This is an optimization exercise on Yosys and OpenROAD, whose aim is small area, a short achievable clock period and few clock cycles per item, not a production implementation. Function was checked by simulation only, so behaviour that the tests miss may differ from the original. Power and IR drop assume default switching activity.

### flow/config.mk
export PLATFORM = sky130hd
export DESIGN_NAME = wqe_fetch_top
export DESIGN_NICKNAME = wqe_fetch_top
export VERILOG_FILES = /design/flow/design.v
export SDC_FILE = /design/flow/constraint.sdc
export NUM_CORES = 4
export LEC_CHECK = 0
export CAP_MARGIN = 20
export CORE_AREA = 10 10 410 410
export DIE_AREA = 0 0 420 420
export SLEW_MARGIN = 20
### flow/constraint.sdc
create_clock -name core_clock -period 8.0 [get_ports {clk}]
set_input_delay 1.6000 -clock core_clock [delete_from_list [all_inputs] [get_ports {clk}]]
set_output_delay 1.6000 -clock core_clock [all_outputs]
set_load 0.01 [all_outputs]
### flow/design.v
`default_nettype none
package wqe_fetch_pkg;
    localparam int WQE_WIDTH  = 512;
    localparam int WQE_BYTES  = WQE_WIDTH / 8;
    localparam int ADDR_WIDTH = 32;
    localparam int QPID_LSB   = 328;
    localparam int QPID_WIDTH = 4;
    localparam int QPID_MSB   = QPID_LSB + QPID_WIDTH - 1;
    localparam int PAD_WIDTH  = WQE_WIDTH - QPID_MSB - 1;
    typedef logic [ADDR_WIDTH-1:0] addr_t;
    typedef union packed {
        logic [WQE_WIDTH-1:0] raw;
        struct packed {
            logic [PAD_WIDTH-1:0]  pad;
            logic [QPID_WIDTH-1:0] qpn;
            logic [QPID_LSB-1:0]   body;
        } f;
    } wqe_u;
endpackage
`default_nettype wire
`timescale 1ns/100ps
`default_nettype none
import wqe_fetch_pkg::*;
module wqe_sched_decode
#(
    parameter int MAX_QP = 16
)(
    input  logic                  clk,
    input  logic                  rst_n,
    input  logic [MAX_QP-1:0]     i_active,
    input  logic [MAX_QP-1:0]     i_wqe_cache_alfull,
    input  logic                  i_arbit_val,
    input  logic [QPID_WIDTH-1:0] i_qp_idx,
    input  logic                  i_cmd_ready,
    input  logic                  i_push_done,
    output logic                  o_fetch_ready,
    output logic                  o_cmd_valid,
    output logic [QPID_WIDTH-1:0] o_cmd_qp
);
    localparam logic [1:0] S_IDLE  = 2'd0;
    localparam logic [1:0] S_ISSUE = 2'd1;
    localparam logic [1:0] S_WAIT  = 2'd2;
    logic [1:0]            state;
    logic [1:0]            state_nxt;
    logic [QPID_WIDTH-1:0] qp_q;
    logic                  grant;
    logic                  req_ok;
    assign grant  = i_arbit_val & o_fetch_ready;
    assign req_ok = (|i_active) & ~(&i_wqe_cache_alfull);
    always_comb
    begin
        state_nxt = state;
        case (state)
            S_IDLE:
            begin
                if (grant)
                    state_nxt = S_ISSUE;
            end
            S_ISSUE:
            begin
                if (i_cmd_ready)
                    state_nxt = S_WAIT;
            end
            S_WAIT:
            begin
                if (i_push_done)
                    state_nxt = S_IDLE;
            end
            default:
            begin
                state_nxt = S_IDLE;
            end
        endcase
    end
    always_ff @(posedge clk or negedge rst_n)
    begin
        if (!rst_n)
        begin
            state         <= S_IDLE;
            o_fetch_ready <= 1'b0;
        end
        else
        begin
            state         <= state_nxt;
            o_fetch_ready <= req_ok & (((state == S_IDLE) & ~grant) |
                                       ((state == S_WAIT) & i_push_done));
        end
    end
    always_ff @(posedge clk)
    begin
        if (grant)
            qp_q <= i_qp_idx;
    end
    assign o_cmd_valid = (state == S_ISSUE);
    assign o_cmd_qp    = qp_q;
endmodule
`default_nettype wire
`timescale 1ns/100ps
`default_nettype none
import wqe_fetch_pkg::*;
module sq_read_execute
#(
    parameter int MAX_QP   = 16,
    parameter int SQ_DEPTH = 4096
)(
    input  logic                  clk,
    input  logic                  rst_n,
    input  logic [ADDR_WIDTH-1:0] i_sq_base,
    input  logic                  i_cmd_valid,
    input  logic [QPID_WIDTH-1:0] i_cmd_qp,
    output logic                  o_cmd_ready,
    output logic [ADDR_WIDTH-1:0] o_axi_araddr,
    output logic                  o_axi_arvalid,
    input  logic                  i_axi_arready,
    input  logic [WQE_WIDTH-1:0]  i_axi_rdata,
    input  logic                  i_axi_rvalid,
    output logic                  o_axi_rready,
    output logic                  o_rd_valid,
    output logic [QPID_WIDTH-1:0] o_rd_qp,
    output logic [WQE_WIDTH-1:0]  o_rd_data,
    input  logic                  i_rd_ready
);
    localparam int    PI_WIDTH = (SQ_DEPTH > 1) ? $clog2(SQ_DEPTH) : 1;
    localparam logic [ADDR_WIDTH-1:0] SQ_BYTES = ADDR_WIDTH'(SQ_DEPTH * WQE_BYTES);
    logic [PI_WIDTH-1:0] sq_pi [MAX_QP];
    logic [ADDR_WIDTH-1:0] wqe_addr;
    logic                cmd_fire;
    logic                ar_fire;
    logic                r_fire;
    logic                rd_fire;
    assign o_cmd_ready = ~(o_axi_arvalid | o_axi_rready | o_rd_valid);
    assign cmd_fire = i_cmd_valid & o_cmd_ready;
    assign ar_fire  = o_axi_arvalid & i_axi_arready;
    assign r_fire   = o_axi_rready & i_axi_rvalid;
    assign rd_fire  = o_rd_valid & i_rd_ready;
    assign wqe_addr = i_sq_base
                    + ADDR_WIDTH'(i_cmd_qp) * SQ_BYTES
                    + ADDR_WIDTH'(sq_pi[i_cmd_qp]) * ADDR_WIDTH'(WQE_BYTES);
    always_ff @(posedge clk or negedge rst_n)
    begin
        if (!rst_n)
        begin
            for (int q = 0; q < MAX_QP; q++)
                sq_pi[q] <= '0;
        end
        else
        begin
            for (int q = 0; q < MAX_QP; q++)
            begin
                if (cmd_fire && (i_cmd_qp == QPID_WIDTH'(q)))
                begin
                    if (sq_pi[q] == PI_WIDTH'(SQ_DEPTH - 1))
                        sq_pi[q] <= '0;
                    else
                        sq_pi[q] <= sq_pi[q] + 1'b1;
                end
            end
        end
    end
    always_ff @(posedge clk or negedge rst_n)
    begin
        if (!rst_n)
        begin
            o_axi_arvalid <= 1'b0;
            o_axi_rready  <= 1'b0;
            o_rd_valid    <= 1'b0;
        end
        else
        begin
            if (cmd_fire)
                o_axi_arvalid <= 1'b1;
            else if (ar_fire)
                o_axi_arvalid <= 1'b0;
            if (ar_fire)
                o_axi_rready <= 1'b1;
            else if (r_fire)
                o_axi_rready <= 1'b0;
            if (r_fire)
                o_rd_valid <= 1'b1;
            else if (rd_fire)
                o_rd_valid <= 1'b0;
        end
    end
    always_ff @(posedge clk)
    begin
        if (cmd_fire)
        begin
            o_axi_araddr <= wqe_addr;
            o_rd_qp      <= i_cmd_qp;
        end
        if (r_fire)
            o_rd_data <= i_axi_rdata;
    end
endmodule
`default_nettype wire
`timescale 1ns/100ps
`default_nettype none
import wqe_fetch_pkg::*;
module wqe_push_result
#(
    parameter int MAX_QP = 16
)(
    input  logic                  clk,
    input  logic                  rst_n,
    input  logic                  i_rd_valid,
    input  logic [QPID_WIDTH-1:0] i_rd_qp,
    input  logic [WQE_WIDTH-1:0]  i_rd_data,
    output logic                  o_rd_ready,
    input  logic [MAX_QP-1:0]     i_wqe_cache_full,
    output logic                  o_wqe_cache_wr,
    output logic [WQE_WIDTH-1:0]  o_wqe,
    output logic                  o_push_done
);
    logic [WQE_WIDTH-1:0] stamped;
    logic [WQE_WIDTH-1:0] wqe_q;
    logic                 rd_fire;
    assign stamped = {{PAD_WIDTH{1'b0}}, i_rd_qp, i_rd_data[QPID_LSB-1:0]};
    assign o_rd_ready = ~o_wqe_cache_wr;
    assign rd_fire    = i_rd_valid & o_rd_ready;
    assign o_push_done = o_wqe_cache_wr & ~i_wqe_cache_full[wqe_q[QPID_MSB:QPID_LSB]];
    always_ff @(posedge clk or negedge rst_n)
    begin
        if (!rst_n)
            o_wqe_cache_wr <= 1'b0;
        else if (rd_fire)
            o_wqe_cache_wr <= 1'b1;
        else if (o_push_done)
            o_wqe_cache_wr <= 1'b0;
    end
    always_ff @(posedge clk)
    begin
        if (rd_fire)
            wqe_q <= stamped;
    end
    assign o_wqe = wqe_q;
endmodule
`default_nettype wire
`timescale 1ns/100ps
`default_nettype none
import wqe_fetch_pkg::*;
module wqe_fetch_top
#(
    parameter int MAX_QP   = 16,
    parameter int SQ_DEPTH = 4096
)(
    input  logic                  clk,
    input  logic                  rst_n,
    output logic                  o_fetch_ready,
    input  logic                  i_arbit_val,
    input  logic [QPID_WIDTH-1:0] i_qp_idx,
    input  logic [MAX_QP-1:0]     i_active,
    input  logic [MAX_QP-1:0]     i_wqe_cache_alfull,
    input  logic [ADDR_WIDTH-1:0] i_sq_base,
    output logic [ADDR_WIDTH-1:0] o_axi_araddr,
    output logic                  o_axi_arvalid,
    input  logic                  i_axi_arready,
    input  logic [WQE_WIDTH-1:0]  i_axi_rdata,
    input  logic                  i_axi_rvalid,
    output logic                  o_axi_rready,
    output logic                  o_wqe_cache_wr,
    output logic [WQE_WIDTH-1:0]  o_wqe,
    input  logic [MAX_QP-1:0]     i_wqe_cache_full
);
    logic                  cmd_valid;
    logic                  cmd_ready;
    logic [QPID_WIDTH-1:0] cmd_qp;
    logic                  rd_valid;
    logic                  rd_ready;
    logic [QPID_WIDTH-1:0] rd_qp;
    logic [WQE_WIDTH-1:0]  rd_data;
    logic                  push_done;
    wqe_sched_decode #(
        .MAX_QP             (MAX_QP)
    ) u_decode (
        .clk                (clk),
        .rst_n              (rst_n),
        .i_active           (i_active),
        .i_wqe_cache_alfull (i_wqe_cache_alfull),
        .i_arbit_val        (i_arbit_val),
        .i_qp_idx           (i_qp_idx),
        .i_cmd_ready        (cmd_ready),
        .i_push_done        (push_done),
        .o_fetch_ready      (o_fetch_ready),
        .o_cmd_valid        (cmd_valid),
        .o_cmd_qp           (cmd_qp)
    );
    sq_read_execute #(
        .MAX_QP             (MAX_QP),
        .SQ_DEPTH           (SQ_DEPTH)
    ) u_execute (
        .clk                (clk),
        .rst_n              (rst_n),
        .i_sq_base          (i_sq_base),
        .i_cmd_valid        (cmd_valid),
        .i_cmd_qp           (cmd_qp),
        .o_cmd_ready        (cmd_ready),
        .o_axi_araddr       (o_axi_araddr),
        .o_axi_arvalid      (o_axi_arvalid),
        .i_axi_arready      (i_axi_arready),
        .i_axi_rdata        (i_axi_rdata),
        .i_axi_rvalid       (i_axi_rvalid),
        .o_axi_rready       (o_axi_rready),
        .o_rd_valid         (rd_valid),
        .o_rd_qp            (rd_qp),
        .o_rd_data          (rd_data),
        .i_rd_ready         (rd_ready)
    );
    wqe_push_result #(
        .MAX_QP             (MAX_QP)
    ) u_result (
        .clk                (clk),
        .rst_n              (rst_n),
        .i_rd_valid         (rd_valid),
        .i_rd_qp            (rd_qp),
        .i_rd_data          (rd_data),
        .o_rd_ready         (rd_ready),
        .i_wqe_cache_full   (i_wqe_cache_full),
        .o_wqe_cache_wr     (o_wqe_cache_wr),
        .o_wqe              (o_wqe),
        .o_push_done        (push_done)
    );
endmodule
`default_nettype wire
### flow/run.sh
#!/bin/bash
# synth_recipe.tcl (not shown) runs the flow's synth.tcl, then flattens the netlist and writes it again
# the make line also repeats each setting of config.mk as NAME=value (left out here)
make -C /OpenROAD-flow-scripts/flow DESIGN_CONFIG=/design/flow/config.mk WORK_HOME=/design/flow/orfs CLKGATE_MAP_FILE= SYNTH_SCRIPT=/design/flow/synth_recipe.tcl finish
==> impl_metrics.csv <==
group,metric,value,unit
outcome,status,"complete, no violations",
finish,final_common_cell,"clkdlybuf4s50_1",
placement,gp_congestion,0.970,
synth,synth_top_family_by_area,"simple AND/OR/NAND/NOR gates",
placement,portBuffers,784,
routing,dr.first_iter.drc_count,2200,
synth,synth_fa_ha_area_frac,0.0122,
clock_network,htree_levels,3,
setup_path,cp-start-kind,"register",
setup_path,slowest_delay,0.93,ns
sta,slew_viol_final,0,
global_routing,grt_pass1_wl,162,mm
setup_path,ff2ff_setup_slack,3.01,ns
setup_path,arrival,5.45,ns
die,die_h,420,um
routing,post_drt_wl_per_cell,22.7,um
sta,fin_ws,3.01,ns
setup_path,timing.setup.critical_path_class,"register to register",
pwr,cellLeakagePower,16.9,nW
routing,drc,0,
die,start_util,0.218,
global_routing,grt_pass1_vias,21254,
synth,ys.flop_type,"edfxtp_1",
pwr,p_per_area,260,nW/um2
sta,period_needed,4.99,ns
die,die_area,176000,um2
synth,syn_inst,2231,
clock_network,cts_resized,0,
finish,area_growth,37.2,%
die,rows,146,
die,core-area,159000,um2
synth,synth-simple-area-share,0.0912,
setup_path,cp_max_fo,43,
clock_network,clkSinkCount,899,
setup_path,cp_top_family,"compound AO/OA/AOI/OAI gates",
setup_path,required,8.46,ns
die,io_pins,1149,
synth,synth_compound_area_frac,0.0492,
synth,async_reset_ff_frac,0.221,
sta,finalCritPeriodShare,0.624,
min_path,worst_hold_path_type,"register to register",
synth,ys_types,67,
synth,synth.yosys.seq_area_share,0.752,
sta,final_hold_viol_count,0,
sta,rsz0062_at_grt,"false",
placement,hpwlAfterDp,91.5,mm
sta,tightest_slew,1.11,ns
routing,num_vias,22138,
routing,wl,119,mm
synth,ys_ff_latch,899,
synth,netlist_area,34600,um2
global_routing,gr-usage-all-layers,0.126,
global_routing,antenna_found_initial,27,
die,fp.dieW,420,um
routing,firstDrtPassIters,6,
placement,place_area,44400,um2
finish,nets,3721,
finish,fin_area,47400,um2
sta,fin_setup_tns,0,ns
finish,drive_gt1_frac,0.0619,
clock_network,numCtsBuffers,97,
global_routing,overflow,0,
routing,via_per_inst,4.22,
pwr,ir_drop,0.000162,V
clock_network,cts.clk_slew.worst_paths,0.06,ns
sta,maxSlewHeadroom,0.260,
synth,synth_xor_area_frac,0.0380,
clock_network,ctsHoldBuffers,0,
setup_path,path_common_cell,"o21ai_0",
sta,fin_hold_ws,0.397,ns
pwr,power,0.0123,W
routing,ant_nets,0,
global_routing,grt_max_degree,150,
setup_path,worstSetupEndpointType,"register",
sta,clock_skew,0.0562,ns
setup_path,crit_path_top_delay_cell,"nor4b_2",
synth,ys_warn_count,4,
synth,synth-edff-count,700,
finish,final_cell_mix,"clkdlybuf4s50_1, edfxtp_1, dfrtp_1",
clock_network,cts-root-buf,"clkbuf_16",
placement,dp_slack,3.20,ns
job,drv_cap,0,
setup_path,path_buf_inv,1,
setup_path,worstPathCellList,"buf_12 > nor4b_2 > a222oi_1 > o2111ai_1 > o22a_1 > ha_1 > o21ai_0 > nor2_1 > a41oi_1 > a21oi_1 > o21ai_0 > xnor2_1",
clock_network,cts_tree,"done",
clock_network,clockBufferDepth,3,
clock_network,clk_latency,0.72,ns
sta,setup_viol,0,
sta,max_freq,0.200,GHz
synth,synthMuxAreaShare,0.0104,
synth,syn_area_per_cell,15.5,um2
clock_network,post-cts-setup-buffer-count,0,
==> per-layer routing <==
metal,track usage,part of all wire
met2,0.224,0.52
met4,0.0389,0.024
met3,0.0338,0.082
met1,0.147,0.37
met5,0,0.00039
==> state kept, by name, summed over array words and instances, names as in the netlist, 2 cells and up <==
register	cells
u_result.wqe_q	332
u_execute.o_rd_data	328
u_execute.sq_pi	192
u_execute.o_axi_araddr	32
u_decode.qp_q	4
u_execute.o_rd_qp	4
u_decode.state	2
==> synthesized netlist by cell type (7+ instances only) <==
cell type / instances / share of area
a21o_1: 18 / 0.0039
a21oi_1: 46 / 0.0067
a221oi_1: 8 / 0.0020
a222oi_1: 9 / 0.0026
a22o_1: 15 / 0.0038
a22oi_1: 21 / 0.0046
a31oi_1: 12 / 0.0022
a32o_1: 7 / 0.0020
and2_1: 12 / 0.0022
and3_1: 36 / 0.0065
and4_1: 9 / 0.0023
buf_2: 15 / 0.0022
buf_4: 181 / 0.039
clkbuf_1: 24 / 0.0026
dfrtp_1: 199 / 0.14
edfxtp_1: 700 / 0.61
ha_1: 32 / 0.012
inv_1: 17 / 0.0018
mux2_2: 8 / 0.0026
mux2i_1: 11 / 0.0032
mux4_2: 7 / 0.0046
nand2_1: 157 / 0.017
nand2b_1: 15 / 0.0027
nand3_1: 87 / 0.013
nand4_1: 60 / 0.011
nor2_1: 145 / 0.016
nor2b_1: 14 / 0.0025
nor3_1: 34 / 0.0049
nor4_1: 9 / 0.0016
o211ai_1: 7 / 0.0015
o21ai_0: 60 / 0.0087
o22a_1: 8 / 0.0020
o31ai_1: 7 / 0.0015
or3_1: 14 / 0.0025
xnor2_1: 95 / 0.024
xor2_1: 55 / 0.014
==> cells by family (layout without fill, tap and decap cells) <==
family,after synthesis,in the layout
AOI/OAI and AO/OA,251,251
adders and majority gates,33,33
and+or+nand+nor,628,628
xor gates and xnor gates,150,150
buffers and inverters,243,998
muxes,26,26
other,1,188
DFF,899,899
==> area by class of cell <==
class	instances	area [um2]
clock inverters	61	520
well taps	2072	2590
multi-input cells	1268	7640
repair buffers	804	8080
inverters	17	63.8
flip-flops and latches	899	26000
fillers	15820	111000
clock buffers	116	2530
diodes	8	20.0
==> power by group <==
part | internal [W] | total, W | switching [W] | leakage [nW]
registers | 0.00578 | 0.00606 | 0.000284 | 9.14
logic | 0.000815 | 0.00195 | 0.00113 | 6.27
clock network | 0.00241 | 0.00430 | 0.00190 | 1.48
total | 0.00900 | 0.0123 | 0.00331 | 16.9
==> stage by stage <==
stage	instances	utilization
2_1_floorplan	2410	-
3_3_place_gp	5060	0.280
6_report	5245	0.299
3_5_place_dp	5060	0.280
5_1_grt	5243	0.299
4_1_cts	5237	0.299
==> path summary, 6_finish.rpt <==
check | endpoint | cells past startpoint | from
worst max-delay path | u_execute.o_axi_araddr[31] | 12 | u_decode.qp_q[3]
worst max register to register | u_execute.o_axi_araddr[31] | 12 | u_decode.qp_q[3]
min in group asynchronous | u_execute.sq_pi[4][8] | 1 | rst_n
worst min register to register | u_result.wqe_q[284] | 0 | u_execute.o_rd_data[284]
max in group asynchronous | u_execute.sq_pi[10][10] | 2 | rst_n
worst min-delay path | u_result.wqe_q[284] | 0 | u_execute.o_rd_data[284]
Testbench counts, summed over its fixed seeds: cycles 251,699, items 8,000.

==> afterwards: timing with drivers on the ports <==
The flow's constraints put no driver on any port. The routed layout listed below was extracted and timed again, unchanged, in two steps.
Step 1 (the two cells are an assumption about what drives the block):
set clk [get_ports {clk}]
set_driving_cell -lib_cell sky130_fd_sc_hd__clkbuf_16 $clk
set_driving_cell -lib_cell sky130_fd_sc_hd__buf_2 [delete_from_list [all_inputs] $clk]
Step 2 also shifts input and output timing later by t, the mid clock arrival at the registers, as if the neighbouring blocks saw the same clock.
Three values: ideal, step 1, step 2; two values: the first two.
shift t [ns]: 0.772
slack for setup (ns): 3.011 / 3.011 / 3.011
worst hold slack (ns): 0.397 / 0.397 / 0.397
After both steps setup and hold are still met in this run. The setup slack of this run moves by 0.000 ns with the drivers and by 0.000 ns with both steps.
